Background: an optimization exercise with open tools, aiming at small area. Do not read the settings as production practice. Function was checked by simulation only, so behaviour that the tests miss may differ from the original. No activity file was given, so power comes from the tool's default toggle rates.

[design.v]
`default_nettype none
package led_matrix_pkg;
    localparam int PIXEL_WIDTH       = 16;
    localparam int PIXEL_HEIGHT      = 8;
    localparam int BYTES_PER_PIXEL   = 2;
    localparam int BRIGHTNESS_LEVELS = 6;
    localparam int ROW_BITS      = $clog2(PIXEL_HEIGHT);
    localparam int COL_BITS      = $clog2(PIXEL_WIDTH);
    localparam int PIXEL_BITS    = 8 * BYTES_PER_PIXEL;       
    localparam int ROW_BYTES     = PIXEL_WIDTH * BYTES_PER_PIXEL;
    localparam int ROW_BYTE_BITS = $clog2(ROW_BYTES);
    localparam int NUM_BANKS      = 4;
    localparam int BANK_SEL_BITS  = $clog2(NUM_BANKS);
    localparam int BANK_ADDR_BITS = 6;                        
    localparam int BANK_ENTRIES   = 2 ** (BANK_ADDR_BITS - 1);
    localparam logic [7:0] CMD_RED_ON     = "R";
    localparam logic [7:0] CMD_RED_OFF    = "r";
    localparam logic [7:0] CMD_GREEN_ON   = "G";
    localparam logic [7:0] CMD_GREEN_OFF  = "g";
    localparam logic [7:0] CMD_BLUE_ON    = "B";
    localparam logic [7:0] CMD_BLUE_OFF   = "b";
    localparam logic [7:0] CMD_PLANES_OFF = "0";
    localparam logic [7:0] CMD_PLANES_ON  = "9";
    localparam logic [7:0] CMD_PLANE_1    = "1";    
    localparam logic [7:0] CMD_LOAD_ROW   = "L";
    localparam logic [7:0] CMD_LOAD_PIXEL = "P";
    typedef struct packed {
        logic [ROW_BITS-1:0] row;
        logic [COL_BITS-1:0] col;
        logic                byte_sel;
    } pixel_pos_t;
    typedef struct packed {
        pixel_pos_t pos;
        logic [7:0] data;
    } frame_write_t;
    typedef struct packed {
        logic                      en;
        logic [BANK_ADDR_BITS-2:0] entry;
    } bank_read_t;
    typedef struct packed {
        logic [2:0]                   rgb_enable;         
        logic [BRIGHTNESS_LEVELS-1:0] brightness_enable;
    } display_mask_t;
endpackage
`default_nettype wire
`default_nettype none
module write_decode (
    input  wire logic         wpend,
    input  wire logic [7:0]   wpos,
    output logic      [255:0] we,
    output logic      [255:0] wen
);
    logic [15:0] hi, hin, lo, lon;
    always_comb begin
        for (int i = 0; i < 16; i++) begin
            hi[i]  = wpend && (wpos[7:4] == 4'(i));
            hin[i] = !(wpend && (wpos[7:4] == 4'(i)));
            lo[i]  = (wpos[3:0] == 4'(i));
            lon[i] = !(wpos[3:0] == 4'(i));
        end
    end
    for (genvar i = 0; i < 16; i++) begin : g_hi
        for (genvar j = 0; j < 16; j++) begin : g_lo
            write_enable write_enable_inst (
                .hi (hi[i]),
                .lo (lo[j]),
                .hin(hin[i]),
                .lon(lon[j]),
                .we (we[16*i+j]),
                .wen(wen[16*i+j])
            );
        end
    end
endmodule
module write_enable (
    input  wire logic hi,
    input  wire logic lo,
    input  wire logic hin,
    input  wire logic lon,
    output logic      we,
    output logic      wen
);
    assign we  = !(hin || lon);
    assign wen = !(hi && lo);
endmodule
`default_nettype wire
`default_nettype none
module frame_bit (
    input  wire logic clk_in,
    input  wire logic we,
    input  wire logic wen,
    input  wire logic d,
    output logic      q
);
    always_ff @(posedge clk_in) begin
        q <= (we & d) | (wen & q);
    end
endmodule
`default_nettype wire
`default_nettype none
module read_mux (
    input  wire logic [6:0]    raddr,
    input  wire logic [2047:0] mem,
    output logic      [15:0]   rdata
);
    logic [1:0][7:0]  rowsel_n;
    logic [1:0][15:0] colsel_n;
    logic [127:0]     sel_hi, sel_lo;    
    for (genvar h = 0; h < 2; h++) begin : g_dec
        for (genvar r = 0; r < 8; r++) begin : g_row
            eq3n_cell #(.V(r)) eq3n_cell_inst (.a(raddr[6:4]), .y(rowsel_n[h][r]));
        end
        for (genvar c = 0; c < 16; c++) begin : g_col
            eq4n_cell #(.V(c)) eq4n_cell_inst (.a(raddr[3:0]), .y(colsel_n[h][c]));
        end
    end
    for (genvar p = 0; p < 128; p++) begin : g_sel
        nor2_cell nor2_hi_inst (.a(rowsel_n[0][p/16]), .b(colsel_n[0][p%16]), .y(sel_hi[p]));
        nor2_cell nor2_lo_inst (.a(rowsel_n[1][p/16]), .b(colsel_n[1][p%16]), .y(sel_lo[p]));
    end
    for (genvar b = 0; b < 16; b++) begin : g_bit
        logic [127:0] d;
        for (genvar p = 0; p < 128; p++) begin : g_p
            assign d[p] = mem[16*p + 8*(b/8) + 7 - (b%8)];
        end
        read_bit read_bit_inst (.sel(b < 8 ? sel_hi : sel_lo), .d(d), .y(rdata[15-b]));
    end
endmodule
module read_bit (
    input  wire logic [127:0] sel,
    input  wire logic [127:0] d,
    output logic              y
);
    logic [42:0] t;    
    for (genvar i = 0; i < 42; i++) begin : g_aoi
        aoi222_cell aoi222_cell_inst (
            .a0(sel[3*i]),   .b0(d[3*i]),
            .a1(sel[3*i+1]), .b1(d[3*i+1]),
            .a2(sel[3*i+2]), .b2(d[3*i+2]),
            .y (t[i])
        );
    end
    aoi22_cell aoi22_cell_inst (.a0(sel[126]), .b0(d[126]), .a1(sel[127]), .b1(d[127]), .y(t[42]));
    logic [10:0] u;    
    logic [3:0]  v;    
    for (genvar i = 0; i < 10; i++) begin : g_u
        nand4_cell nand4_cell_inst (.a(t[4*i]), .b(t[4*i+1]), .c(t[4*i+2]), .d(t[4*i+3]), .y(u[i]));
    end
    nand3_cell nand3_u_inst (.a(t[40]), .b(t[41]), .c(t[42]), .y(u[10]));
    for (genvar i = 0; i < 3; i++) begin : g_v
        nor3_cell nor3_cell_inst (.a(u[3*i]), .b(u[3*i+1]), .c(u[3*i+2]), .y(v[i]));
    end
    nor2_cell nor2_v_inst (.a(u[9]), .b(u[10]), .y(v[3]));
    nand4_cell nand4_y_inst (.a(v[0]), .b(v[1]), .c(v[2]), .d(v[3]), .y(y));
endmodule
module aoi222_cell (
    input  wire logic a0, b0, a1, b1, a2, b2,
    output logic      y
);
    assign y = !((a0 && b0) || (a1 && b1) || (a2 && b2));
endmodule
module aoi22_cell (
    input  wire logic a0, b0, a1, b1,
    output logic      y
);
    assign y = !((a0 && b0) || (a1 && b1));
endmodule
module eq3n_cell #(parameter int V = 0) (
    input  wire logic [2:0] a,
    output logic            y
);
    assign y = !(a == 3'(V));
endmodule
module eq4n_cell #(parameter int V = 0) (
    input  wire logic [3:0] a,
    output logic            y
);
    assign y = !(a == 4'(V));
endmodule
module nand4_cell (
    input  wire logic a, b, c, d,
    output logic      y
);
    assign y = !(a && b && c && d);
endmodule
module nand3_cell (
    input  wire logic a, b, c,
    output logic      y
);
    assign y = !(a && b && c);
endmodule
module nor3_cell (
    input  wire logic a, b, c,
    output logic      y
);
    assign y = !(a || b || c);
endmodule
module nor2_cell (
    input  wire logic a, b,
    output logic      y
);
    assign y = !(a || b);
endmodule
`default_nettype wire
`default_nettype none
module led_matrix_ctrl (
    input  wire logic       clk_in,
    input  wire logic       reset,
    input  wire logic [7:0] byte_in,
    input  wire logic       byte_valid,
    input  wire logic       read_strobe,
    input  wire logic [2:0] read_row,
    input  wire logic [3:0] read_col,
    output logic [15:0]     pixel_out,
    output logic            pixel_valid,
    output logic [2:0]      rgb_enable,
    output logic [5:0]      brightness_enable
);
    localparam logic [2:0] ST_IDLE  = 3'd0;
    localparam logic [2:0] ST_L_ROW = 3'd1;    
    localparam logic [2:0] ST_L_DAT = 3'd2;    
    localparam logic [2:0] ST_P_ROW = 3'd3;    
    localparam logic [2:0] ST_P_COL = 3'd4;    
    localparam logic [2:0] ST_P_HI  = 3'd5;    
    localparam logic [2:0] ST_P_LO  = 3'd6;    
    logic [2:0] state;
    logic [7:0] wpos;           
    logic [7:0] wdata;          
    logic       wpend;          
    logic [5:0] planes_pending;
    logic take;
    assign take = byte_valid && !reset;
    logic is_data;
    assign is_data = (state == ST_L_DAT) || (state == ST_P_HI) || (state == ST_P_LO);
    logic [5:0] plane_toggle;
    always_comb begin
        plane_toggle = '0;
        for (int i = 0; i < 6; i++) begin
            if (byte_in == 8'(8'd54 - i)) plane_toggle[i] = 1'b1;
        end
    end
    always_ff @(posedge clk_in) begin
        wdata <= byte_in;
        wpend <= take && is_data;
    end
    always_ff @(posedge clk_in) begin
        if (take) begin
            case (state)
                ST_L_ROW: wpos <= {byte_in[2:0], 5'b11111};
                ST_L_DAT: wpos[4:0] <= wpos[4:0] + 5'd1;
                ST_P_ROW: wpos[7:5] <= byte_in[2:0];
                ST_P_COL: wpos[4:0] <= {byte_in[3:0], 1'b0};
                ST_P_LO:  wpos[0] <= 1'b1;
                default: ;
            endcase
        end
    end
    always_ff @(posedge clk_in) begin
        if (reset) begin
            state             <= ST_IDLE;
            rgb_enable        <= 3'b111;
            brightness_enable <= 6'h3f;
            planes_pending    <= 6'h3f;
        end else if (byte_valid) begin
            brightness_enable <= planes_pending;
            case (state)
                ST_IDLE: begin
                    case (byte_in)
                        "R": rgb_enable[0] <= 1'b1;
                        "r": rgb_enable[0] <= 1'b0;
                        "G": rgb_enable[1] <= 1'b1;
                        "g": rgb_enable[1] <= 1'b0;
                        "B": rgb_enable[2] <= 1'b1;
                        "b": rgb_enable[2] <= 1'b0;
                        "0": planes_pending <= 6'h00;
                        "9": planes_pending <= 6'h3f;
                        "L": state <= ST_L_ROW;
                        "P": state <= ST_P_ROW;
                        default: planes_pending <= (planes_pending & ~plane_toggle) |
                                                   (~brightness_enable & plane_toggle);
                    endcase
                end
                ST_L_ROW: state <= ST_L_DAT;
                ST_L_DAT: if (wpos[4:0] == 5'b11110) state <= ST_IDLE;
                ST_P_ROW: state <= ST_P_COL;
                ST_P_COL: state <= ST_P_HI;
                ST_P_HI:  state <= ST_P_LO;
                default:  state <= ST_IDLE;
            endcase
        end
    end
    logic [2047:0] mem;         
    logic [255:0]      we;
    logic [255:0]      wen;
    write_decode write_decode_inst (.wpend(wpend), .wpos(wpos), .we(we), .wen(wen));
    for (genvar k = 0; k < 256; k++) begin : g_byte
        for (genvar b = 0; b < 8; b++) begin : g_bit
            frame_bit frame_bit_inst (
                .clk_in(clk_in),
                .we    (we[k]),
                .wen   (wen[k]),
                .d     (wdata[b]),
                .q     (mem[8*k+b])
            );
        end
    end
    logic [6:0]  raddr;
    logic [15:0] rdata;
    logic [15:0] raw;
    logic        read_pending;
    assign raddr = {read_row, read_col};
    read_mux read_mux_inst (.raddr(raddr), .mem(mem), .rdata(rdata));
    always_ff @(posedge clk_in) begin
        raw <= rdata;
        pixel_out <= {raw[15:11] & {5{rgb_enable[0]}} & brightness_enable[5:1],
                      raw[10:5]  & {6{rgb_enable[1]}} & brightness_enable[5:0],
                      raw[4:0]   & {5{rgb_enable[2]}} & brightness_enable[5:1]};
    end
    always_ff @(posedge clk_in) begin
        if (reset) begin
            read_pending <= 1'b0;
            pixel_valid  <= 1'b0;
        end else begin
            read_pending <= read_strobe;
            pixel_valid  <= read_pending;
        end
    end
endmodule
`default_nettype wire
[run.sh]
#!/bin/bash
# synth_recipe.tcl (not shown) runs the flow's synth.tcl, then flattens the netlist and writes it again
# the make line also repeats each setting of config.mk as NAME=value (left out here)
make -C /OpenROAD-flow-scripts/flow DESIGN_CONFIG=/design/flow/config.mk WORK_HOME=/design/flow/orfs CLKGATE_MAP_FILE= SYNTH_SCRIPT=/design/flow/synth_recipe.tcl finish
[config.mk]
export PLATFORM = sky130hd
export DESIGN_NAME = led_matrix_ctrl
export DESIGN_NICKNAME = led_matrix_ctrl
export VERILOG_FILES = /design/flow/design.v
export SDC_FILE = /design/flow/constraint.sdc
export NUM_CORES = 4
export LEC_CHECK = 0
export CAP_MARGIN = 20
export CORE_MARGIN = 2
export CORE_UTILIZATION = 55
export CTS_BUF_LIST = sky130_fd_sc_hd__clkbuf_16
export CTS_CLUSTER_DIAMETER = 66
export CTS_CLUSTER_SIZE = 31
export GPL_TIMING_DRIVEN = 0
export PLACE_DENSITY = 0.7
export SETUP_SLACK_MARGIN = 0.5
export SLEW_MARGIN = 20
export SYNTH_HIERARCHICAL = 1
[constraint.sdc]
create_clock -name core_clock -period 4.0 [get_ports {clk_in}]
set_input_delay 0.8000 -clock core_clock [delete_from_list [all_inputs] [get_ports {clk_in}]]
set_output_delay 0.8000 -clock core_clock [all_outputs]
set_load 0.01 [all_outputs]
==> summary.txt, run 1 <==
Status -> timing/DRC/antenna clean
Routed vias -> 63130
DP HPWL -> 175900 um
Period utilisation layout -> 0.9282
Clock Latency Late Sink -> 0.82 ns
Post-Synth Adder-Cell Area -> 0.0003391
Reg2reg end -> g_byte[0].g_bit[6].frame_bit_inst.q
Slew margin rel. -> 0.1605
Total net switching power -> 8.834 mW
Die area -> 137100 um2
Worst r2r path cells -> 7
Wirelength per Cell -> 31.63 um
Synth warn -> 9
PD cells -> 448.4 nW/um2
Sw frac -> 0.2349
Total CTS buffers -> 131
Post-DRT Antenna Nets -> 0
Post-synthesis sequential area ratio -> 0.5753
# H-tree levels -> 4
Mapped Area -> 73800 um2
Synth-to-Final Area Change -> 13.63%
Post-Synth Simple-Gate Area -> 0.08090
Die X -> 370.3 um
Largest net degree at the start of global routing -> 55
Routability Congestion -> 1.004
Synthesized instance count -> 6176
Vias in the first global route -> 58200
Number of port buffers -> 43
Drc violations -> 0
Max frequency -> 269.3 MHz
RR Startpoint -> wpos[3]
Iter 0 DRT Violations -> 11100
Via density -> 7.552
Antenna violations before repair -> 23
Seq pwr share -> 0.563
Minimum clock period -> 3.713 ns
Largest family of logic cells by synthesized area -> compound AO/OA/AOI/OAI gates
Internal power -> 28.77 mW
XOR/XNOR share of the synthesized area -> 0.0005934
Worst path required time -> 4.58 ns
Nets -> 6497
Clock Sinks -> 2117
# fillers -> 10440
Clock Skew -> 0.03565 ns
Syn avg cell area -> 11.95 um2
Netlist cell types -> 54
Leakage -> 30.09 nW
Flops & latches, synth -> 2117
FP Rows -> 134
Fin. Hold Viols -> 0
Routed WL -> 264400 um
Clk buf depth -> 3
Crit Path Max Fanout -> 32
Fin. max-slew vios -> 0
Clock Power Share -> 0.413
Prevailing post-synth register cell -> dfxtp_1
RSZ-0062 raised after global routing -> true
Util after Layout -> 0.6292
Worst VDD drop -> 348.2 uV
Root Driver -> clkbuf_16
Chip height -> 370.3 um
CP Launch Type -> input port
Clk pin slew, worst setup/hold paths -> 0.09 ns
Placement Setup Slack -> -1.310 ns
Fraction of registers with async set/reset -> 0
Syn nets -> 6197
Worst Slack Setup Final -> 0.2871 ns
Hold/Removal Path Class -> reg -> reg
Worst Setup Path Type -> in -> reg
Share of cells above drive strength 1 -> 0.07976
Worst setup startpoint -> read_col[2]
# setup viols final -> 0
Internal reg-to-reg setup slack -> 0.58 ns
Compound-Gate Fraction of Synth Area -> 0.3403
GRT overflow -> 0
Worst-Margin Slew -> 1.256 ns
Post-synth EDFFs -> 8
Starting Density -> 0.5537
CP Capture Point -> raw[1]
Proportion of synthesized area in mux cells -> 0.001085
CORE AREA -> 133300 um2
Gr usage total -> 0.3717
Io pins -> 45
WP data arrival -> 4.29 ns
Drt pass-1 iters -> 14
CTS tree -> yes
Maxcap violations -> 0
Crit. End Element -> flop
Logic pwr share -> 0.024
First-pass GRT wire length -> 389100 um
## registers in the layout, indices dropped and copies added (netlist names), named ones only
| register | flops |
|---|---|
| read_pending | 1 |
| state | 3 |
| wpos | 8 |
| rgb_enable | 3 |
| g_byte.g_bit.frame_bit_inst.q | 2048 |
| pixel_out | 16 |
| pixel_valid | 1 |
| brightness_enable | 6 |
| raw | 16 |
| wpend | 1 |
| wdata | 8 |
## how the worst min path moves through the flow
stage	cells after the start	end	slack [ns]	startpoint
floorplan	1	pixel_valid	0.41	read_pending
global placement	1	pixel_valid	0.42	read_pending
detailed placement	1	pixel_valid	0.42	read_pending
CTS	1	pixel_valid	0.44	read_pending
global route	1	pixel_valid	0.45	read_pending
finish	1	pixel_valid	0.44	read_pending
## what timing repair did
item,CTS,global route
resized for setup,20,13
hold buffers,0,0
setup buffers,8,5
endpoints found under the setup margin,16,138
pin swaps,3,0
endpoints found under the hold margin,0,0
## per-module statistics from Yosys, one instance, submodules excluded, excerpt
module	flops+latches	copies in the design	cells	cell area [um2]
frame_bit	1	2048	2	28.78
aoi22_cell	0	16	1	12.51
aoi222_cell	0	672	1	10.01
write_decode	0	1	96	483.0
nor2_cell	0	272	1	3.754
nor3_cell	0	48	1	10.01
write_enable	0	256	2	7.507
nand4_cell	0	176	1	6.256
nand3_cell	0	16	1	5.005
## metal layers
layer / wire length, um / up-vias / track usage
li1: - / 27090 / -
met1: 105600 / 30810 / 0.5114
met2: 108600 / 4326 / 0.5294
met3: 32530 / 881 / 0.09000
met4: 17560 / 26 / 0.2182
met5: 163 / - / 0.001748
## stage by stage
step           hold WS [ns]   TNS, ns  std cells  total power [mW]  area, um2
5_1_grt              0.4529         0       8351             38.45      83840
3_5_place_dp         0.4239    -15.35       8098             22.50      78880
3_3_place_gp         0.4168  -4006.04       7987             22.36      76450
2_1_floorplan        0.4138         0       6176             21.94      73810
4_1_cts              0.4424         0       8345             37.64      83740
6_report             0.4379         0       8360             37.60      83860
## kinds of logic after synthesis
group,after synthesis
flops,2117
compound gates,2774
buf+inv,26
fa+ha+maj,2
xor+xnor,5
mux,8
simple gates,1244
## power groups by stage
stage / combinational, mW / clock, mW / sequential (mW)
2_1_floorplan: 0.151 / 0 / 21.8
3_3_place_gp: 0.318 / 0 / 22.0
3_5_place_dp: 0.846 / 0 / 21.7
4_1_cts: 0.853 / 15.6 / 21.2
5_1_grt: 0.904 / 16.4 / 21.2
6_report: 0.897 / 15.5 / 21.2
## critical path, cell delays in order
cell and delay (ns):
clkdlybuf4s18_2 0.68, nand4bb_2 0.72, nor2_1 0.28, a222oi_1 0.58, nand4_1 0.30, nor3_2 0.52, nand4_1 0.39
## layout make-up
class / instances / area (um2) / area share
repair buffers: 167 / 2638 / 0.03145
flip-flops and latches: 2117 / 42490 / 0.5067
diodes: 10 / 25.02 / 0.0002984
well taps: 1768 / 2212 / 0.02638
clock inverters: 100 / 1292 / 0.01541
inverters: 10 / 37.54 / 0.0004476
clock buffers: 139 / 3478 / 0.04148
plain buffers: 16 / 68.82 / 0.0008206
multi-input cells: 4033 / 31620 / 0.3770
## layout by cell type (no fill, tap or decap), types with 10 or more instances in the layout
master	synthesis	layout
buf_12	0	22
dfxtp_1	2109	2101
nor3_2	50	58
clkdlybuf4s50_1	0	36
nand2_1	298	288
buf_2	7	10
nand2_2	0	10
bufinv_16	0	11
nor2_4	0	16
nand4_1	179	179
clkinv_8	0	17
nand3_1	32	24
and3_1	16	16
a222oi_1	672	672
nor2_1	561	541
nand2b_1	14	14
buf_4	0	32
a22o_1	2048	2048
buf_16	0	44
diode_2	0	10
clkbuf_16	0	139
buf_6	0	17
nand3b_1	14	14
a21oi_1	11	11
inv_8	0	18
inv_6	0	15
a22oi_2	16	16
## cells in the mapped netlist (10+ instances only)
cell       count  share of area
dfxtp_1     2109           0.57
a22o_1      2048           0.24
a222oi_1     672          0.091
nor2_1       561          0.029
nand2_1      298          0.015
nand4_1      179          0.015
nor3_2        50         0.0068
nand3_1       32         0.0022
a22oi_2       16         0.0027
and3_1        16         0.0014
nor3_1        15         0.0010
nand2b_1      14         0.0012
nand3b_1      14         0.0014
nand4bb_1     13         0.0020
a21oi_1       11        0.00075
or4b_1        10         0.0014
==> run 2, diff against run 1 <==
==> flow/run.sh (new file) <==
#!/bin/bash
# The standard layout (standard.sh, the standard flow's own ORFS run) with two changes: the
# clock tree is built from clkbuf_16 leaf clusters of up to 31 flip-flops without
# dummy loads, and each port gets a buf_2 as its port buffer. Each tool's full
# output is in orfs/logs/; make's own output is in standard_flow.log.
set -o pipefail
bash standard.sh \
  "CTS_ARGS=-sink_clustering_enable -repair_clock_nets -sink_clustering_size 31 -sink_clustering_max_diameter 66 -buf_list sky130_fd_sc_hd__clkbuf_16 -dont_use_dummy_load" \
  "BUFFER_PORTS_ARGS=-buffer_cell sky130_fd_sc_hd__buf_2" \
  finish > standard_flow.log 2>&1
==> standard.sh (new file) <==
#!/bin/bash
# synth_recipe.tcl (not shown) runs the flow's synth.tcl, then flattens the netlist and writes it again
# the make line also repeats each setting of config.mk as NAME=value (left out here)
make -C /OpenROAD-flow-scripts/flow DESIGN_CONFIG=/design/flow/config.mk WORK_HOME=/design/flow/orfs CLKGATE_MAP_FILE= SYNTH_SCRIPT=/design/flow/synth_recipe.tcl "${@:-finish}"
--- a/config.mk
+++ b/config.mk
@@ -9,3 +9,3 @@
 export CORE_MARGIN = 2
-export CORE_UTILIZATION = 55
+export CORE_UTILIZATION = 60
 export CTS_BUF_LIST = sky130_fd_sc_hd__clkbuf_16
removed: run.sh
==> run 2 against run 1 <==
  * Die area decreased by 8.2%
  * Via count about the same
  * Clock power down 24%
  * Hold slack worse by 0.23 ns
  * Routed wire length is 0.46% lower
  * Area after synthesis stayed put
  * Clock skew up 0.018 ns
  * Synthesized cell count stayed put
  * Clock-buffer cell count down 22
  * Power is 10% lower
  * First-iteration DRC count grew 8.3%
  * Critical path type unchanged
  * Largest power group unchanged
==> summary.txt, run 2 <==
Status -> timing/DRC/antenna clean
Largest net degree at the start of global routing -> 60 (+9.1%)
Worst Slack Setup Final -> 0.2169 ns (-0.07017 ns)
FP Rows -> 128 (-4.5%)
Largest family of logic cells by synthesized area -> compound AO/OA/AOI/OAI gates
Fin area -> 81520 um2 (-2.8%)
Slew margin rel. -> 0.1140 (-0.04644)
Internal reg-to-reg setup slack -> 0.65 ns (+0.07 ns)
CORE AREA -> 121900 um2 (-8.6%)
Via density -> 7.805 (+3.4%)
Antenna violations before repair -> 14 (-39%)
Io pins -> 45 (unchanged)
Proportion of synthesized area in mux cells -> 0.001085 (unchanged)
DP HPWL -> 176300 um (+0.24%)
Post-DRT Antenna Nets -> 0 (unchanged)
Worst path required time -> 4.58 ns (about the same)
Chip height -> 354.7 um (-4.2%)
Worst-Margin Slew -> 1.326 ns (+0.06949 ns)
Die X -> 354.7 um (-4.2%)
Hold/Removal Path Class -> in -> reg
Fraction of registers with async set/reset -> 0 (unchanged)
Most instantiated cells after synthesis -> dfxtp_1 (2109), a22o_1 (2048), a222oi_1 (672)
Flops & latches, synth -> 2117 (unchanged)
CTS tree -> yes
Most frequent cell after synthesis -> dfxtp_1
Max frequency -> 264.3 MHz (-1.9%)
Commonest non-fill, non-tap cells in the layout -> dfxtp_1 (2101), a22o_1 (2048), a222oi_1 (672)
Commonest non-fill, non-tap cell in the layout -> dfxtp_1
Routed vias -> 63110 (-0.032%)
Mapped Area -> 73800 um2 (unchanged)
Period utilisation layout -> 0.9458 (+0.01754)
XOR/XNOR share of the synthesized area -> 0.0005934 (unchanged)
Compound-Gate Fraction of Synth Area -> 0.3403 (unchanged)
Worst Setup Path Type -> in -> reg
Nets -> 6475 (-0.34%)
Wirelength per Cell -> 32.55 um (+2.9%)
Placement Setup Slack -> -0.4691 ns (+0.8413 ns)
Iter 0 DRT Violations -> 12030 (+8.3%)
WP data arrival -> 4.37 ns (+0.08 ns)
Crit Path Max Fanout -> 32 (unchanged)
DP Area -> 78540 um2 (-0.42%)
Fin. Hold Viols -> 0 (unchanged)
First-pass GRT wire length -> 385400 um (-0.95%)
Crit. End Element -> flop
Routed WL -> 263200 um (-0.46%)
Clk buf depth -> 3 (unchanged)
Util after Layout -> 0.6689 (+0.03975)
Root Driver -> clkbuf_16
Clock Sinks -> 2117 (unchanged)
Worst VDD drop -> 426.1 uV (+22%)
Largest regs -> g_byte.g_bit.frame_bit_inst.q x2048, pixel_out x16, raw x16
Fin cells -> 8086 (-3.3%)
CTS Hold Buffers Added -> 0 (unchanged)
Total CTS buffers -> 117 (-11%)
Share of cells above drive strength 1 -> 0.06742 (-0.01234)
Post-Synth Simple-Gate Area -> 0.08090 (unchanged)
Starting Density -> 0.6055 (+0.05185)
Vias in the first global route -> 57670 (-0.92%)
Drc violations -> 0 (unchanged)
Biggest register -> g_byte.g_bit.frame_bit_inst.q
Maxcap violations -> 0 (unchanged)
Minimum clock period -> 3.783 ns (+0.07017 ns)
Prevailing post-synth register cell -> dfxtp_1
Syn avg cell area -> 11.95 um2 (unchanged)
Synthesized instance count -> 6176 (unchanged)
Post-synth EDFFs -> 8 (unchanged)
Placed Instances -> 7960 (-1.7%)
RSZ-0062 raised after global routing -> true
GRT overflow -> 0 (unchanged)
CP Launch Type -> input port
Synth warn -> 9 (unchanged)
# setup viols final -> 0 (unchanged)
Clock Latency Late Sink -> 0.79 ns (-0.03 ns)
Post-CTS setup buffers -> 0 (-8)
Netlist cell types -> 54 (unchanged)
Clock Skew -> 0.05379 ns (+0.01814 ns)
Synth-to-Final Area Change -> 10.47%
Leakage -> 29.18 nW (-3.0%)
# H-tree levels -> 3 (-1)
Fin. max-slew vios -> 0 (unchanged)
Gr usage total -> 0.4006 (+0.02887)
Routability Congestion -> 0.9638 (-4.0%)
PD cells -> 415.0 nW/um2 (-7.4%)
Drt pass-1 iters -> 12 (-2)
Clk pin slew, worst setup/hold paths -> 0.11 ns (+0.02 ns)
Yosys top cell by area -> dfxtp_1
Syn nets -> 6197 (unchanged)
Top post-synthesis cells by area -> dfxtp_1 (57%), a22o_1 (24%), a222oi_1 (9.1%)
Number of port buffers -> 43 (unchanged)
Post-synthesis sequential area ratio -> 0.5753 (unchanged)
Post-Synth Adder-Cell Area -> 0.0003391 (unchanged)
Max reg flops -> 2048 (unchanged)
Die area -> 125800 um2 (-8.2%)
Post-synth top area share -> 0.5721 (unchanged)
# fillers -> 9358 (-10%)
[run 2: repair_timing]
| item | 4_1_cts | 5_1_grt |
|---|---|---|
| setup endpoints to repair | 27 | 6 |
| pin swaps | 0 | 0 |
| resized for setup | 5 | 6 |
[run 2: cells by family (layout without fill, tap and decap cells)]
| logic type | count (synthesis) | count (layout) |
|---|---|---|
| buffers and inverters | 26 | 302 |
| AND/OR/NAND/NOR | 1244 | 1244 |
| flip-flops | 2117 | 2117 |
| XOR/XNOR | 5 | 5 |
| other | 0 | 9 |
| multiplexers | 8 | 8 |
| adder cells (fa/ha/maj) | 2 | 2 |
| AO/OA/AOI/OAI | 2774 | 2774 |
[run 2: area by class of cell]
cell class,instances,area [um2],area share
plain buffers,16,68.82,0.0008441
clock buffers,117,2928,0.03591
diodes,9,22.52,0.0002763
inverters,10,40.04,0.0004911
flip-flops and latches,2117,42490,0.5212
well taps,1625,2033,0.02494
multi-input cells,4033,31560,0.3871
repair buffers,159,2386,0.02927
[run 2: Yosys stat by module (local to each module, per instance), a selection]
module	cell area, um2	flops+latches
aoi222_cell	10.01	0
aoi22_cell	12.51	0
frame_bit	28.78	1
led_matrix_ctrl	2417	69
nand3_cell	5.005	0
nand4_cell	6.256	0
nor2_cell	3.754	0
nor3_cell	10.01	0
write_decode	483.0	0
write_enable	7.507	0
[run 2: power breakdown]
group	internal, mW	switching (mW)
logic	0.196	0.684
registers	21.1	0.0852
clock network	5.16	6.61
[run 2: worst paths after layout]
path / to / cells after the start / start
min: wdata[6] / 1 / byte_in[6]
max reg2reg: g_byte[63].g_bit[7].frame_bit_inst.q / 7 / wpos[0]
min reg2reg: pixel_valid / 1 / read_pending
max: raw[10] / 7 / read_col[3]
[run 2: through the flow]
stage                      TNS, ns  power (mW)  hold slack [ns]
final                            0       33.83           0.2125
after global routing             0       34.64           0.1921
after CTS                        0       33.83           0.1855
after detailed placement    -5.385       22.49           0.4413
after global placement    -3926.43       22.35           0.4365
after floorplan                  0       21.94           0.4138
[run 2: worst max-delay path, stage by stage]
cell and delay (ns):
buf_2 0.58, or4b_1 0.88, nor2_1 0.33, a222oi_1 0.55, nand4_1 0.30, nor3_2 0.55
nand4_1 0.32
[run 2: metal layers]
metal | vias to the layer above | global-route usage | part of all wire
met5 | - | 0 | 0.00018
met4 | 8 | 0.2182 | 0.065
met3 | 878 | 0.09260 | 0.13
met2 | 4520 | 0.5657 | 0.41
met1 | 30830 | 0.5667 | 0.40
li1 | 26880 | - | -

[port drivers added, routing unchanged]
How much do the figures lean on ideal ports? The routed layouts below were timed once more, with nothing changed but the port constraints.
Step 1 (the two cells are an assumption about what drives the block):
set clk [get_ports {clk_in}]
set_driving_cell -lib_cell sky130_fd_sc_hd__clkbuf_16 $clk
set_driving_cell -lib_cell sky130_fd_sc_hd__buf_2 [delete_from_list [all_inputs] $clk]
Step 2 times the ports against the registers' clock, not the clock port: input delays grow and output delays shrink by t, the midpoint of the rising clock arrivals with the driver on.
a / b / c = ideal ports / drivers / drivers and shift; a / b = the first two.
run	t, ns	setup WS [ns]	cell pins on the clock port's net
run 1	0.888	0.287 / 0.254 / -0.634	1
run 2	0.840	0.217 / 0.271 / -0.568	1
With both steps, setup timing fails in run 1 and run 2, where it was met with ideal ports. For run 1, which loses most, drivers alone change the setup slack by -0.033 ns; drivers and shift together by -0.921 ns.
